This design comes from an exercise in tuning for small area, a short achievable clock period and few clock cycles per item on the open sky130 flow, not from production work.
Where RTL was checked, it was by simulation tests only, not by an equivalence proof against the original.
The RTL of runs 1 and 2 was laid out without a check of its function.
Power figures rest on the tool's default switching activity, not on a simulated workload.

[constraint.sdc]
create_clock -name core_clock -period 7.0 [get_ports {clk}]
set_input_delay 1.4000 -clock core_clock [delete_from_list [all_inputs] [get_ports {clk}]]
set_output_delay 1.4000 -clock core_clock [all_outputs]
set_load 0.01 [all_outputs]
[config.mk]
export PLATFORM = sky130hd
export DESIGN_NAME = mp_mul_sched
export DESIGN_NICKNAME = mp_mul_sched
export VERILOG_FILES = /design/flow/design.v
export SDC_FILE = /design/flow/constraint.sdc
export NUM_CORES = 4
export LEC_CHECK = 0
export ABC_CLOCK_PERIOD_IN_PS = 2000
export CAP_MARGIN = 20
export CORE_MARGIN = 2
export CORE_UTILIZATION = 55
export SETUP_SLACK_MARGIN = 4.6
export SLEW_MARGIN = 20
[run.sh]
#!/bin/bash
# synth_recipe.tcl (not shown) runs the flow's synth.tcl, then flattens the netlist and writes it again
# the make line also repeats each setting of config.mk as NAME=value (left out here)
make -C /OpenROAD-flow-scripts/flow DESIGN_CONFIG=/design/flow/config.mk WORK_HOME=/design/flow/orfs CLKGATE_MAP_FILE= SYNTH_SCRIPT=/design/flow/synth_recipe.tcl finish
[design.v]
package rsa_pkg;
    localparam int DEF_WIDTH = 32;
    localparam int DEF_LIMBS = 4;
    localparam int MAX_OPW = 4096;
    typedef enum logic [1:0] {
        ST_IDLE,
        ST_ISSUE,
        ST_DRAIN,
        ST_DONE
    } state_t;
    function automatic logic [MAX_OPW-1:0] limb_sel(
        input logic [MAX_OPW-1:0] vec,
        input logic [31:0]        idx,
        input logic [31:0]        width
    );
        limb_sel = vec >> (idx * width);
    endfunction
endpackage
module mp_mul_retire_pipe #(
    parameter int TW = 3
) (
    input  logic          clk_i,
    input  logic          rst_i,
    input  logic          in_vld_i,
    input  logic [TW-1:0] in_tag_i,
    output logic          out_vld_o,
    output logic [TW-1:0] out_tag_o
);
    logic [1:0]    vld_q;
    logic [TW-1:0] tag0_q;
    logic [TW-1:0] tag1_q;
    always_ff @(posedge clk_i) begin
        if (rst_i) begin
            vld_q  <= '0;
            tag0_q <= '0;
            tag1_q <= '0;
        end else begin
            vld_q  <= {vld_q[0], in_vld_i};
            tag0_q <= in_tag_i;
            tag1_q <= tag0_q;
        end
    end
    assign out_vld_o = vld_q[1];
    assign out_tag_o = tag1_q;
endmodule
module mp_mul_sched #(
    parameter int WIDTH = rsa_pkg::DEF_WIDTH,
    parameter int LIMBS = rsa_pkg::DEF_LIMBS
) (
    input  logic                     clk,
    input  logic                     rst,
    input  logic                     start,
    input  logic [LIMBS*WIDTH-1:0]   op_a,
    input  logic [LIMBS*WIDTH-1:0]   op_b,
    output logic                     busy,
    output logic                     done,
    output logic [2*LIMBS*WIDTH-1:0] result,
    output logic [WIDTH-1:0]         mul_a,
    output logic [WIDTH-1:0]         mul_b,
    input  logic [WIDTH-1:0]         mul_lo,
    input  logic [WIDTH-1:0]         mul_hi
);
    localparam int OPW   = LIMBS * WIDTH;
    localparam int NPAIR = LIMBS * LIMBS;
    localparam int FIRST = 4;                  
    localparam int LAST  = NPAIR + FIRST - 1;  
    localparam int CW    = $clog2(LAST + 2);
    logic                     busy_q, done_q;
    logic [CW-1:0]            cnt_q;
    logic                     acc_q, col0_q, row0_q;
    logic [OPW-1:0]           ar_q;
    logic [OPW-1:0]           b_q;
    logic [(LIMBS-1)*WIDTH-1:0] fifo_q;
    logic [WIDTH-1:0]         cy_q;
    logic [2*WIDTH-1:0]       prod_q;
    logic                     load;
    logic [WIDTH-1:0]         pop, cin, push, lo, hi;
    logic [WIDTH+1:0]         lsum;
    logic [WIDTH-1:0]         hi1, hi2;
    always_ff @(posedge clk) begin
        if (rst) begin
            busy_q <= 1'b0;
            done_q <= 1'b0;
            cnt_q  <= '0;
            acc_q  <= 1'b0;
            col0_q <= 1'b0;
            row0_q <= 1'b0;
        end else if (start && !busy_q) begin
            busy_q <= 1'b1;
            done_q <= 1'b0;
            cnt_q  <= CW'(1);
            acc_q  <= 1'b0;
            col0_q <= 1'b0;
            row0_q <= 1'b0;
        end else if (busy_q) begin
            cnt_q  <= cnt_q + CW'(1);
            acc_q  <= (cnt_q >= CW'(FIRST - 1)) && (cnt_q != CW'(LAST));
            col0_q <= ((cnt_q + CW'(1) - CW'(FIRST)) % LIMBS) == 0;
            row0_q <= (cnt_q >= CW'(FIRST - 1)) && (cnt_q < CW'(FIRST - 1 + LIMBS));
            if (cnt_q == CW'(LAST)) begin
                busy_q <= 1'b0;
                done_q <= 1'b1;
            end
        end else begin
            done_q <= 1'b0;
            acc_q  <= 1'b0;
        end
    end
    assign load = start && !busy_q;
    always_comb begin
        pop  = row0_q ? '0 : fifo_q[WIDTH-1:0];
        cin  = col0_q ? '0 : cy_q;
        lsum = (WIDTH+2)'(prod_q[WIDTH-1:0]) + (WIDTH+2)'(pop) + (WIDTH+2)'(cin);
        lo   = lsum[WIDTH-1:0];
        hi1  = prod_q[2*WIDTH-1:WIDTH] + WIDTH'(1);
        hi2  = prod_q[2*WIDTH-1:WIDTH] + WIDTH'(2);
        case (lsum[WIDTH+1:WIDTH])
            2'd0:    hi = prod_q[2*WIDTH-1:WIDTH];
            2'd1:    hi = hi1;
            default: hi = hi2;
        endcase
        push = col0_q ? (row0_q ? '0 : cy_q) : lo;
    end
    always_ff @(posedge clk) begin
        prod_q <= {mul_hi, mul_lo};
        if (!busy_q) b_q <= op_b;
        else         b_q <= {b_q[WIDTH-1:0], b_q[OPW-1:WIDTH]};
        if (!busy_q) begin
            if (start) ar_q <= op_a;
        end else if (acc_q && col0_q) begin
            ar_q <= {lo, ar_q[OPW-1:WIDTH]};
        end
        if (acc_q) begin
            fifo_q <= {push, fifo_q[(LIMBS-1)*WIDTH-1:WIDTH]};
            cy_q   <= hi;
        end
    end
    assign busy   = busy_q;
    assign done   = done_q;
    assign result = {cy_q, fifo_q, ar_q};
    assign mul_a  = ar_q[WIDTH-1:0];
    assign mul_b  = b_q[WIDTH-1:0];
endmodule
==> results.json, run 1 <==
{
  "cts_tree": "done",
  "vias_per_cell": 5.90,
  "drt-total-wl_mm": 81.0,
  "grt_overflow": 0,
  "most-common-layout-cells": "clkdlybuf4s50_1, edfxtp_1, buf_6",
  "synthArstFlopShare_pct": 0,
  "syn_area_sq_um": 19600,
  "period_share_pct": 57.5,
  "synthCells": 1408,
  "first_global_vias": 15400,
  "cp.depth": 14,
  "skew_ns": 0.0194,
  "critPathCaptureType": "register",
  "firstDrtPassIters": 7,
  "yosys_register_bits": 458,
  "met2_length_mm": 38.3,
  "antenna_found_initial": 10,
  "final_common_cell": "clkdlybuf4s50_1",
  "ir_drop_v": 0.000302,
  "slew_headroom_pct": 27.4,
  "wl_met3_mm": 9.58,
  "ant_nets": 0,
  "final_core_util_pct": 86.0,
  "worst-path-buf-inv": 3,
  "setup-tns-final_ns": 0,
  "grt_pass1_wl_mm": 104,
  "routabilityCongestion": 0.984,
  "worst_slew_pin_slew_ns": 1.09,
  "cts_buffers": 47,
  "io_pins": 645,
  "cp_cell_sequence": "buf_8 > nor2b_2 > fa_1 > ha_1 > a211oi_1 > o21a_2 > a2111o_1 > and4_4 > nor3_4 > buf_12 > buf_4 > nand3_4 > a311oi_2 > xor2_1",
  "critical-path-top-delay-family": "compound AO/OA/AOI/OAI gates",
  "root_buffer": "clkbuf_16",
  "startpoint_type": "register",
  "hold_violations": 0,
  "synth_flop_cell": "edfxtp_1",
  "path_max_fanout": 7,
  "synth_nets": 1798,
  "grt.total_usage_pct": 39.3,
  "hold_depth": 0,
  "fmax_mhz": 248,
  "cp.required_ns": 7.38,
  "syn_avg_cell_area_sq_um": 13.9,
  "fillers": 1630,
  "cts.clk_slew.worst_paths_ns": 0.06,
  "hpwlAfterDp_mm": 51.6,
  "maxCapViolCount": 0,
  "min_period_ns": 4.02,
  "drt_iter0_markers": 1213,
  "start_util_pct": 55.5,
  "synth_seq_area_share_pct": 59.8,
  "grt_max_degree": 86,
  "clock_sinks": 458,
  "wl_met1_mm": 28.0,
  "clk_latency_ns": 0.57,
  "rows": 69,
  "port_buffers": 644,
  "die_w_um": 193,
  "htreeDepth": 2,
  "max_stage_delay_ns": 0.46,
  "cp.arrival_ns": 4.41,
  "status": "finished clean",
  "setup_viol": 0,
  "ys_types": 63,
  "vias": 16000,
  "worstHoldPathType": "reg -> reg",
  "leakage_nw": 12.0,
  "rsz0062_at_grt": "true",
  "wl_per_cell_um": 29.8,
  "rr_worst_depth": 14,
  "syn2layout_area_growth_pct": 54.8,
  "drive_gt1_share_pct": 47.6,
  "clk_path_buf_depth": 3,
  "crit_slowest_cell": "fa_1",
  "power_per_cell_area_nw_per_um2": 232,
  "synth_edf_count": 256,
  "worstSetupPathType": "reg -> reg",
  "dieHeight_um": 193,
  "yosysWarnings": 1,
  "final_nets": 2604,
  "maxUsedRoutingLayer": "met5",
  "dieArea_sq_um": 37200,
  "drc": 0,
  "slew_violations": 0,
  "cts_hold_buf": 0,
  "coreArea_sq_um": 35300
}
-- report_power, final --
group	internal (mW)	switching, mW
Combinational	0.678	0.574
Clock	1.56	1.11
Sequential	3.03	0.101
Total	5.27	1.78
-- sequential cells by signal, summed over array words and instances, names as in the netlist --
register  cells
acc_q         1
ar_q        128
b_q         128
busy_q        1
cnt_q         5
col0_q        1
cy_q         32
done_q        1
fifo_q       96
prod_q       64
row0_q        1
-- what timing repair did --
| item | CTS | global route |
|---|---|---|
| gates cloned | 4 | 3 |
| setup buffers | 168 | 60 |
| pin swaps | 39 | 31 |
| endpoints found under the setup margin | 604 | 524 |
| gates resized for setup | 1686 | 160 |
-- kinds of logic (layout without fill, tap and decap cells) --
family                     Yosys count  count (layout)  share of synthesized area (%)
buffers and inverters              151             990                           4.21
AOI/OAI and AO/OA                  187             187                           6.96
DFF                                458             458                           59.8
and+or+nand+nor                    233             238                           6.31
muxes                              251             251                           14.4
other                                0               8                              0
adders and majority gates           67              67                           5.54
xor gates and xnor gates            61              61                           2.73
-- synthesized netlist by cell type (all sizes together), types with 2 or more instances --
cell / number / area share (%)
a2111oi: 3 / 0.18
a211o: 2 / 0.089
a211oi: 11 / 0.42
a21o: 13 / 0.50
a21oi: 50 / 1.3
a22o: 26 / 1.2
a311oi: 13 / 0.80
a31o: 2 / 0.089
a31oi: 8 / 0.26
and2: 7 / 0.22
and3: 7 / 0.22
and4: 4 / 0.19
buf: 73 / 2.7
clkbuf: 57 / 1.1
dfxtp: 202 / 21
edfxtp: 256 / 39
fa: 33 / 3.4
ha: 34 / 2.2
inv: 20 / 0.38
mux2: 250 / 14
nand2: 46 / 0.88
nand2b: 11 / 0.35
nand3: 24 / 0.64
nand3b: 3 / 0.11
nand4: 15 / 0.48
nor2: 37 / 0.71
nor2b: 65 / 2.1
nor3: 5 / 0.13
nor4: 3 / 0.096
o211a: 3 / 0.15
o211ai: 5 / 0.19
o21a: 6 / 0.23
o21ai: 24 / 0.63
o21bai: 6 / 0.23
o22ai: 2 / 0.064
o31ai: 3 / 0.19
o41ai: 2 / 0.089
or3: 4 / 0.13
xnor2: 24 / 1.1
xor2: 37 / 1.7
-- worst paths after layout --
check | startpoint | to | slack [ns]
setup reg to reg | col0_q | cy_q[12] | 2.98
hold reg to reg | fifo_q[40] | fifo_q[8] | 0.45
hold / removal | fifo_q[40] | fifo_q[8] | 0.45
setup / recovery | col0_q | cy_q[12] | 2.98
-- per-stage QoR --
stage               worst slack, ns  area [sq um]  hold WS [ns]  power, mW  instances
finish                         2.98         30300         0.447       7.05       2721
global route                   2.94         30300         0.446       7.21       2718
CTS                            3.20         29300         0.441       6.89       2650
detailed placement             2.13         26200         0.431       4.20       2391
global placement               2.31         26200         0.430       4.18       2391
floorplan                      3.35         19900         0.433       3.69       1408
-- per-layer routing --
metal / global-route usage [%] / up-vias
met5: 0 / -
met4: 21.4 / 8
met3: 12.7 / 298
met2: 61.5 / 1114
met1: 48.5 / 7906
li1: - / 6719
-- layout make-up --
type | instances | area (sq um) | area share (%)
clock inverter | 28 | 319 | 1.05
multi-input combinational | 804 | 8080 | 26.6
sequential | 458 | 11800 | 38.8
tap | 461 | 577 | 1.90
timing repair buffer | 882 | 8200 | 27.0
clock buffer | 59 | 1280 | 4.23
inverter | 21 | 78.8 | 0.260
antenna | 8 | 20.0 | 0.0660
==> inputs of run 2 (changes only) <==
==> flow/run.sh (new file) <==
#!/bin/bash
# Standard layout, with every port buffered by the smallest buffer cell.
set -euo pipefail
bash standard.sh 'BUFFER_PORTS_ARGS=-buffer_cell sky130_fd_sc_hd__buf_1' finish > layout.log 2>&1
==> standard.sh (new file) <==
#!/bin/bash
# synth_recipe.tcl (not shown) runs the flow's synth.tcl, then flattens the netlist and writes it again
# the make line also repeats each setting of config.mk as NAME=value (left out here)
make -C /OpenROAD-flow-scripts/flow DESIGN_CONFIG=/design/flow/config.mk WORK_HOME=/design/flow/orfs CLKGATE_MAP_FILE= SYNTH_SCRIPT=/design/flow/synth_recipe.tcl "${@:-finish}"
removed: run.sh
==> run 2 against run 1 <==
Still clean on timing, DRC and antenna. Maximum frequency is 2.9% higher. Cell count is 2.4% lower. Clock skew is 0.0060 ns lower. Sequential cell count stayed put. First-iteration DRC count is 21% lower. Via count is 6.9% lower. Critical path depth is 2 lower. Die area stayed put. Clock power is 9.7% lower. Synthesized area stayed put. Final area is 9.2% lower. Global-route usage is 4.3 points lower. Largest cell class unchanged. Largest power group unchanged.
==> results.json, run 2 <==
{
  "status": "finished clean",
  "cts_tree": "done",
  "drive_gt1_share_pct": 44.7,
  "syn_area_sq_um": 19600,
  "worstSetupPathType": "reg -> reg",
  "synthArstFlopShare_pct": 0,
  "start_util_pct": 55.5,
  "firstDrtPassIters": 6,
  "grt_pass1_wl_mm": 92.2,
  "synth_area_leader_cell": "edfxtp_1",
  "ant_nets": 0,
  "hpwlAfterDp_mm": 50.0,
  "yosysMostFrequentCell": "edfxtp_1",
  "muxShareOfSynthArea_pct": 14.4,
  "leakage_nw": 10.6,
  "cp-startpoint": "row0_q",
  "synth_flop_cell": "edfxtp_1",
  "grt.total_usage_pct": 35.0,
  "grt_max_degree": 129,
  "yosys_register_bits": 458,
  "yosysWarnings": 1,
  "die_w_um": 193,
  "rr_startpoint": "row0_q",
  "final_cells": 2657,
  "antenna_found_initial": 8,
  "final_common_cell": "buf_1",
  "final_nets": 2539,
  "synthAdderAreaFrac_pct": 5.54,
  "clock_sinks": 458,
  "cp_cell_sequence": "buf_12 > nor2b_4 > fa_2 > ha_4 > a21o_1 > a221o_1 > a211o_1 > o21ai_4 > a21oi_4 > or3_4 > a311oi_2 > xor2_1",
  "synth_simple_gate_area_share_pct": 6.31,
  "synthCells": 1408,
  "fillers": 2196,
  "root_buffer": "clkbuf_16",
  "vias_per_cell": 5.62,
  "min_from": "fifo_q[61]",
  "synth.area.top_cells": "edfxtp_1, dfxtp_1, mux2_2",
  "rsz0062_at_grt": "true",
  "maxCapViolCount": 0,
  "critPathCaptureType": "register",
  "slew_violations": 0,
  "cp.required_ns": 7.32,
  "first_global_vias": 13900,
  "path_max_fanout": 8,
  "vias": 14900,
  "synth_compound_area_share_pct": 6.96,
  "max_stage_delay_ns": 0.57,
  "cts_buffers": 46,
  "synth.top_cells.by_count": "edfxtp_1, mux2_2, dfxtp_1",
  "min_period_ns": 3.91,
  "wl_per_cell_um": 26.2,
  "startpoint_type": "register",
  "io_pins": 645,
  "area.sequential_sq_um": 11800,
  "multi_input_area_sq_um": 8390,
  "dieArea_sq_um": 37200,
  "slew_headroom_pct": 33.5,
  "setup-tns-final_ns": 0,
  "final_core_util_pct": 78.0,
  "drt-total-wl_mm": 69.7,
  "clk_path_buf_depth": 3,
  "drt_iter0_markers": 958,
  "syn2layout_area_growth_pct": 40.5,
  "fmax_mhz": 256,
  "post-place-cells": 2392,
  "htreeDepth": 2,
  "hold_violations": 0,
  "coreArea_sq_um": 35300,
  "drc": 0,
  "skew_ns": 0.0133,
  "largest_registers": "ar_q x128, b_q x128, fifo_q x96",
  "cts_hold_buf": 0,
  "ir_drop_v": 0.000276,
  "period_share_pct": 55.9,
  "cp.arrival_ns": 4.23,
  "synth_xor_area_share_pct": 2.73,
  "port_buffers": 644,
  "syn_avg_cell_area_sq_um": 13.9,
  "most-common-layout-cells": "buf_1, edfxtp_1, mux2_2",
  "synth_nets": 1798,
  "synth_top_family_by_area": "multiplexers",
  "crit_slowest_cell": "fa_2",
  "holdWs_ns": 0.437,
  "dieHeight_um": 193,
  "worstHoldPathType": "reg -> reg",
  "routabilityCongestion": 0.987,
  "worst_slew_pin_slew_ns": 0.997,
  "power_per_cell_area_nw_per_um2": 242,
  "rows": 69,
  "ys_types": 63,
  "yosysTopAreaCellShare_pct": 39.2,
  "setup_viol": 0,
  "cts.clk_slew.worst_paths_ns": 0.06,
  "synth_edf_count": 256,
  "synth_seq_area_share_pct": 59.8,
  "grt_overflow": 0,
  "clk_latency_ns": 0.58
}
-- run 2: kinds of logic (layout without fill, tap and decap cells) --
kind of cell / Yosys count / after routing
AO/OA/AOI/OAI: 187 / 187
XOR/XNOR: 61 / 61
adder cells (fa/ha/maj): 67 / 67
buffers and inverters: 151 / 928
flip-flops: 458 / 458
multiplexers: 251 / 251
other: 0 / 9
AND/OR/NAND/NOR: 233 / 235
-- run 2: final cells by class --
cell class	instances	share of cell area, %
antenna	9	0.0818
clock buffer	71	4.91
clock inverter	15	0.450
inverter	21	0.300
multi-input combinational	801	30.5
sequential	458	42.8
tap	461	2.09
timing repair buffer	821	18.9
-- run 2: power by group --
part           internal [mW]  switching [mW]  total [mW]  leakage (nW)
logic                  0.569           0.562        1.13          5.77
clock network           1.37            1.04        2.41         0.717
registers               3.03          0.0936        3.13          4.08
-- run 2: final timing paths --
check               endpoint  slack, ns  cells after the start
hold reg to reg   fifo_q[29]       0.44                      0
setup reg to reg    cy_q[26]       3.09                     12
setup / recovery    cy_q[26]       3.09                     12
hold / removal    fifo_q[29]       0.44                      0
-- run 2: layer usage --
layer	up-vias	wire length [um]	GRT usage, %
li1	6597	-	-
met1	7404	26800	46.0
met2	782	32900	54.7
met3	149	6850	9.73
met4	2	3130	14.8
met5	-	10	0
-- run 2: repair_timing --
item | in CTS | in global routing
endpoints found under the setup margin | 546 | 515
cloned | 2 | 4
pin swaps | 29 | 101
gates resized for setup | 500 | 278
setup buffers | 88 | 76
-- run 2: per-stage QoR --
step	total power [mW]	instance area, sq um	worst slack [ns]
CTS	6.53	25900	3.18
detailed placement	3.98	22200	2.37
finish	6.67	27500	3.09
global route	6.87	27500	3.01
floorplan	3.69	19900	3.35
global placement	3.96	22200	2.47
-- run 2: critical path, delay by kind of cell, from the launching register on --
| kind | cells | cell delay [ns] |
|---|---|---|
| flip-flops | 1 | 0.44 |
| adder cells (fa/ha/maj) | 2 | 0.79 |
| AND/OR/NAND/NOR | 2 | 0.55 |
| buffers and inverters | 1 | 0.17 |
| AO/OA/AOI/OAI | 6 | 1.58 |
| XOR/XNOR | 1 | 0.10 |
==> inputs of run 3 (changes only) <==
--- a/design.v
+++ b/design.v
@@ -69,3 +69,2 @@
     logic [CW-1:0]            cnt_q;
-    logic                     acc_q, col0_q, row0_q;
     logic [OPW-1:0]           ar_q;
@@ -75,6 +74,6 @@
     logic [2*WIDTH-1:0]       prod_q;
-    logic                     load;
-    logic [WIDTH-1:0]         pop, cin, push, lo, hi;
-    logic [WIDTH+1:0]         lsum;
-    logic [WIDTH-1:0]         hi1, hi2;
+    logic                     load, acc_en, first_col, first_row;
+    logic [CW-1:0]            rel;
+    logic [WIDTH-1:0]         pop, cin, push;
+    logic [2*WIDTH-1:0]       sum;
     always_ff @(posedge clk) begin
@@ -84,5 +83,2 @@
             cnt_q  <= '0;
-            acc_q  <= 1'b0;
-            col0_q <= 1'b0;
-            row0_q <= 1'b0;
         end else if (start && !busy_q) begin
@@ -91,10 +87,4 @@
             cnt_q  <= CW'(1);
-            acc_q  <= 1'b0;
-            col0_q <= 1'b0;
-            row0_q <= 1'b0;
         end else if (busy_q) begin
-            cnt_q  <= cnt_q + CW'(1);
-            acc_q  <= (cnt_q >= CW'(FIRST - 1)) && (cnt_q != CW'(LAST));
-            col0_q <= ((cnt_q + CW'(1) - CW'(FIRST)) % LIMBS) == 0;
-            row0_q <= (cnt_q >= CW'(FIRST - 1)) && (cnt_q < CW'(FIRST - 1 + LIMBS));
+            cnt_q <= cnt_q + CW'(1);
             if (cnt_q == CW'(LAST)) begin
@@ -105,19 +95,14 @@
             done_q <= 1'b0;
-            acc_q  <= 1'b0;
         end
     end
-    assign load = start && !busy_q;
+    assign load      = start && !busy_q;
+    assign rel       = cnt_q - CW'(FIRST);
+    assign acc_en    = busy_q && (cnt_q >= CW'(FIRST));
+    assign first_col = (rel % LIMBS) == 0;
+    assign first_row = (rel / LIMBS) == 0;
     always_comb begin
-        pop  = row0_q ? '0 : fifo_q[WIDTH-1:0];
-        cin  = col0_q ? '0 : cy_q;
-        lsum = (WIDTH+2)'(prod_q[WIDTH-1:0]) + (WIDTH+2)'(pop) + (WIDTH+2)'(cin);
-        lo   = lsum[WIDTH-1:0];
-        hi1  = prod_q[2*WIDTH-1:WIDTH] + WIDTH'(1);
-        hi2  = prod_q[2*WIDTH-1:WIDTH] + WIDTH'(2);
-        case (lsum[WIDTH+1:WIDTH])
-            2'd0:    hi = prod_q[2*WIDTH-1:WIDTH];
-            2'd1:    hi = hi1;
-            default: hi = hi2;
-        endcase
-        push = col0_q ? (row0_q ? '0 : cy_q) : lo;
+        pop  = first_row ? '0 : fifo_q[WIDTH-1:0];
+        cin  = first_col ? '0 : cy_q;
+        sum  = prod_q + (2*WIDTH)'(pop) + (2*WIDTH)'(cin);
+        push = first_col ? (first_row ? '0 : cy_q) : sum[WIDTH-1:0];
     end
@@ -127,10 +112,7 @@
         else         b_q <= {b_q[WIDTH-1:0], b_q[OPW-1:WIDTH]};
-        if (!busy_q) begin
-            if (start) ar_q <= op_a;
-        end else if (acc_q && col0_q) begin
-            ar_q <= {lo, ar_q[OPW-1:WIDTH]};
-        end
-        if (acc_q) begin
+        if (load)                       ar_q <= op_a;
+        else if (acc_en && first_col)   ar_q <= {sum[WIDTH-1:0], ar_q[OPW-1:WIDTH]};
+        if (acc_en) begin
             fifo_q <= {push, fifo_q[(LIMBS-1)*WIDTH-1:WIDTH]};
-            cy_q   <= hi;
+            cy_q   <= sum[2*WIDTH-1:WIDTH];
         end
==> run.sh (new file) <==
#!/bin/bash
# synth_recipe.tcl (not shown) runs the flow's synth.tcl, then flattens the netlist and writes it again
# the make line also repeats each setting of config.mk as NAME=value (left out here)
make -C /OpenROAD-flow-scripts/flow DESIGN_CONFIG=/design/flow/config.mk WORK_HOME=/design/flow/orfs CLKGATE_MAP_FILE= SYNTH_SCRIPT=/design/flow/synth_recipe.tcl finish
--- a/config.mk
+++ b/config.mk
@@ -7,7 +7,6 @@
 export LEC_CHECK = 0
-export ABC_CLOCK_PERIOD_IN_PS = 2000
 export CAP_MARGIN = 20
 export CORE_MARGIN = 2
-export CORE_UTILIZATION = 55
-export SETUP_SLACK_MARGIN = 4.6
+export CORE_UTILIZATION = 40
+export SETUP_SLACK_MARGIN = 0.2
 export SLEW_MARGIN = 20
removed: flow/run.sh
removed: standard.sh
==> run 3 against run 2 <==
Via count decreased by 11%. Final area decreased by 0.86%. Register-to-register slack got worse by 1.1 ns. Synthesized area decreased by 2.0%. Setup slack got worse by 1.1 ns. Critical endpoint is now fifo_q[93]. Highest routed layer unchanged. Sequential power about the same. Power increased by 1.0%. Non-clock buffer count decreased by 169. Clock power increased by 3%. Combinational power about the same.
==> results.json, run 3 <==
{
  "fmax_mhz": 198,
  "worst-path-buf-inv": 1,
  "cp_cell_sequence": "inv_1 > ha_4 > nor2b_1 > fa_1 > ha_1 > fa_1 > a211oi_1 > o21ai_0 > a311oi_1 > a21oi_1 > o21ai_0 > nand2b_1 > xnor2_1 > o22ai_1",
  "drt_iter0_markers": 758,
  "syn_avg_cell_area_sq_um": 13.5,
  "grt_max_degree": 98,
  "dieArea_sq_um": 49800,
  "synth_seq_area_share_pct": 60.7,
  "hpwlAfterDp_mm": 51.8,
  "clk_latency_ns": 0.59,
  "syn_area_sq_um": 19200,
  "coreArea_sq_um": 47500,
  "cts_hold_buf": 0,
  "setup_viol": 0,
  "maxCapViolCount": 0,
  "post-place-cells": 2559,
  "worst_slew_pin_slew_ns": 1.04,
  "wl_per_cell_um": 24.8,
  "period_share_pct": 72.2,
  "routabilityCongestion": 0.914,
  "vias": 13300,
  "slew_violations": 0,
  "synth_area_leader_cell": "edfxtp_1",
  "root_buffer": "clkbuf_16",
  "cts_tree": "done",
  "ys_types": 55,
  "cts_buffers": 49,
  "max_stage_delay_ns": 0.77,
  "pre_cts_ws_ns": 1.94,
  "drt-total-wl_mm": 65.6,
  "worstSetupPathType": "reg -> reg",
  "port_buffers": 644,
  "setup-tns-final_ns": 0,
  "skew_ns": 0.0341,
  "rsz0062_at_grt": "false",
  "synth_edf_count": 256,
  "final_common_cell": "clkdlybuf4s50_1",
  "synth_nets": 1811,
  "synth.top_cells.by_count": "edfxtp_1, mux2_2, dfxtp_1",
  "min_period_ns": 5.05,
  "drive_gt1_share_pct": 15.7,
  "power_per_cell_area_nw_per_um2": 247,
  "vias_per_cell": 5.01,
  "antenna_found_initial": 3,
  "grt_overflow": 0,
  "first_global_vias": 13300,
  "drc": 0,
  "hold_violations": 0,
  "synthCells": 1421,
  "rows": 80,
  "slew_headroom_pct": 30.4,
  "startpoint_type": "register",
  "critical-path-top-delay-family": "adder cells",
  "grt.total_usage_pct": 25.8,
  "clk_path_buf_depth": 3,
  "yosysWarnings": 1,
  "final_nets": 2385,
  "cts.clk_slew.worst_paths_ns": 0.06,
  "synth.area.top_cells": "edfxtp_1, dfxtp_1, mux2_2",
  "htreeDepth": 2,
  "post_cts_buffers": 0,
  "yosys_register_bits": 455,
  "cts_resized": 0,
  "final_core_util_pct": 57.4,
  "critPathCaptureType": "register",
  "ant_nets": 0,
  "most-common-layout-cells": "clkdlybuf4s50_1, edfxtp_1, mux2_2",
  "synthArstFlopShare_pct": 0,
  "clock_sinks": 455,
  "largest_registers": "ar_q x128, b_q x128, fifo_q x96",
  "io_pins": 645,
  "ir_drop_v": 0.000157,
  "path_max_fanout": 97,
  "status": "finished clean",
  "grt_pass1_wl_mm": 93.1,
  "start_util_pct": 40.4,
  "syn2layout_area_growth_pct": 42.1,
  "dieHeight_um": 223,
  "setup_ws_ns": 1.95,
  "synth_flop_cell": "edfxtp_1",
  "final_cells": 2645,
  "firstDrtPassIters": 5,
  "yosysMostFrequentCell": "edfxtp_1",
  "crit_slowest_cell": "ha_4",
  "holdWs_ns": 0.423,
  "die_w_um": 223,
  "worstHoldPathType": "reg -> reg",
  "yosysTopAreaCellShare_pct": 40.0,
  "fillers": 3907,
  "leakage_nw": 9.97,
  "cp.required_ns": 7.29,
  "cp.arrival_ns": 5.34
}
[run 3: worst paths after layout]
check              from    endpoint  slack [ns]  cells after the start
max            cnt_q[0]  fifo_q[93]        1.95                     14
min          fifo_q[70]  fifo_q[38]        0.42                      0
max reg2reg    cnt_q[0]  fifo_q[93]        1.95                     14
min reg2reg  fifo_q[70]  fifo_q[38]        0.42                      0
[run 3: layout make-up]
type                    count  area (sq um)  share of cell area [%]
diodes                      1          2.50                 0.00916
clock inverters            14           100                   0.367
clock buffers              71          1400                    5.13
inverters                  11          41.3                   0.151
repair buffers            652          6510                    23.8
well taps                 615           769                    2.82
flip-flops and latches    455         11700                    42.7
multi-input cells         826          6820                    25.0
[run 3: worst reg2reg max path: cells and delay by family (launching register included)]
family                   cells  cell delay [ns]
AND/OR/NAND/NOR              2             0.28
adder cells (fa/ha/maj)      4             1.93
AO/OA/AOI/OAI                6             1.77
XOR/XNOR                     1             0.37
flip-flops                   1             0.34
buffers and inverters        1             0.11
[run 3: cell families after synthesis]
group / Yosys count / synth area share (%)
flip-flops: 455 / 60.7
AND/OR/NAND/NOR: 288 / 7.63
multiplexers: 226 / 13.2
AO/OA/AOI/OAI: 181 / 5.81
buffers and inverters: 140 / 4.02
adder cells (fa/ha/maj): 67 / 5.65
XOR/XNOR: 64 / 2.92
[run 3: stage by stage]
stage | power, mW | area, sq um
floorplan | 3.75 | 19200
global placement | 4.30 | 25800
detailed placement | 4.31 | 25800
CTS | 6.79 | 27300
global route | 6.98 | 27300
finish | 6.74 | 27300
[run 3: layer usage]
metal	track usage (%)	wire, um	vias up
li1	-	-	6216
met1	31.9	26800	6516
met2	44.9	33100	448
met3	6.45	4430	76
met4	6.69	1340	4
met5	0	22	-
[run 3: where the power goes]
part,switching [mW],internal (mW)
clock network,1.06,1.42
registers,0.0927,3.02
logic,0.542,0.597
Testbench counts of run 3, summed over its fixed seeds: cycles 19,200, items 960.

## afterwards: timing with drivers on the ports
The flow's constraints put no driver on any port. The routed layouts listed below were extracted and timed again, unchanged, in two steps. Step 1 (the two cells are an assumption about what drives the block):
set clk [get_ports {clk}]
set_driving_cell -lib_cell sky130_fd_sc_hd__clkbuf_16 $clk
set_driving_cell -lib_cell sky130_fd_sc_hd__buf_2 [delete_from_list [all_inputs] $clk]
Step 2 adds t to the input delays and takes it off the output delays; t is the mean of the earliest and latest rising clock arrival at the registers after step 1. Input paths then give back, and output paths get back, about the clock's delay inside the block. Three values: ideal, step 1, step 2; two values: the first two.
run | t, ns | setup slack, ns | slew at the worst register clock pin (ns)
run 1 | 0.621 | 2.976 / 2.976 / 2.976 | 0.07 / 0.07
run 2 | 0.631 | 3.089 / 3.089 / 3.089 | 0.07 / 0.07
run 3 | 0.635 | 1.946 / 1.946 / 1.946 | 0.07 / 0.07
After both steps setup and hold are still met in every run listed.
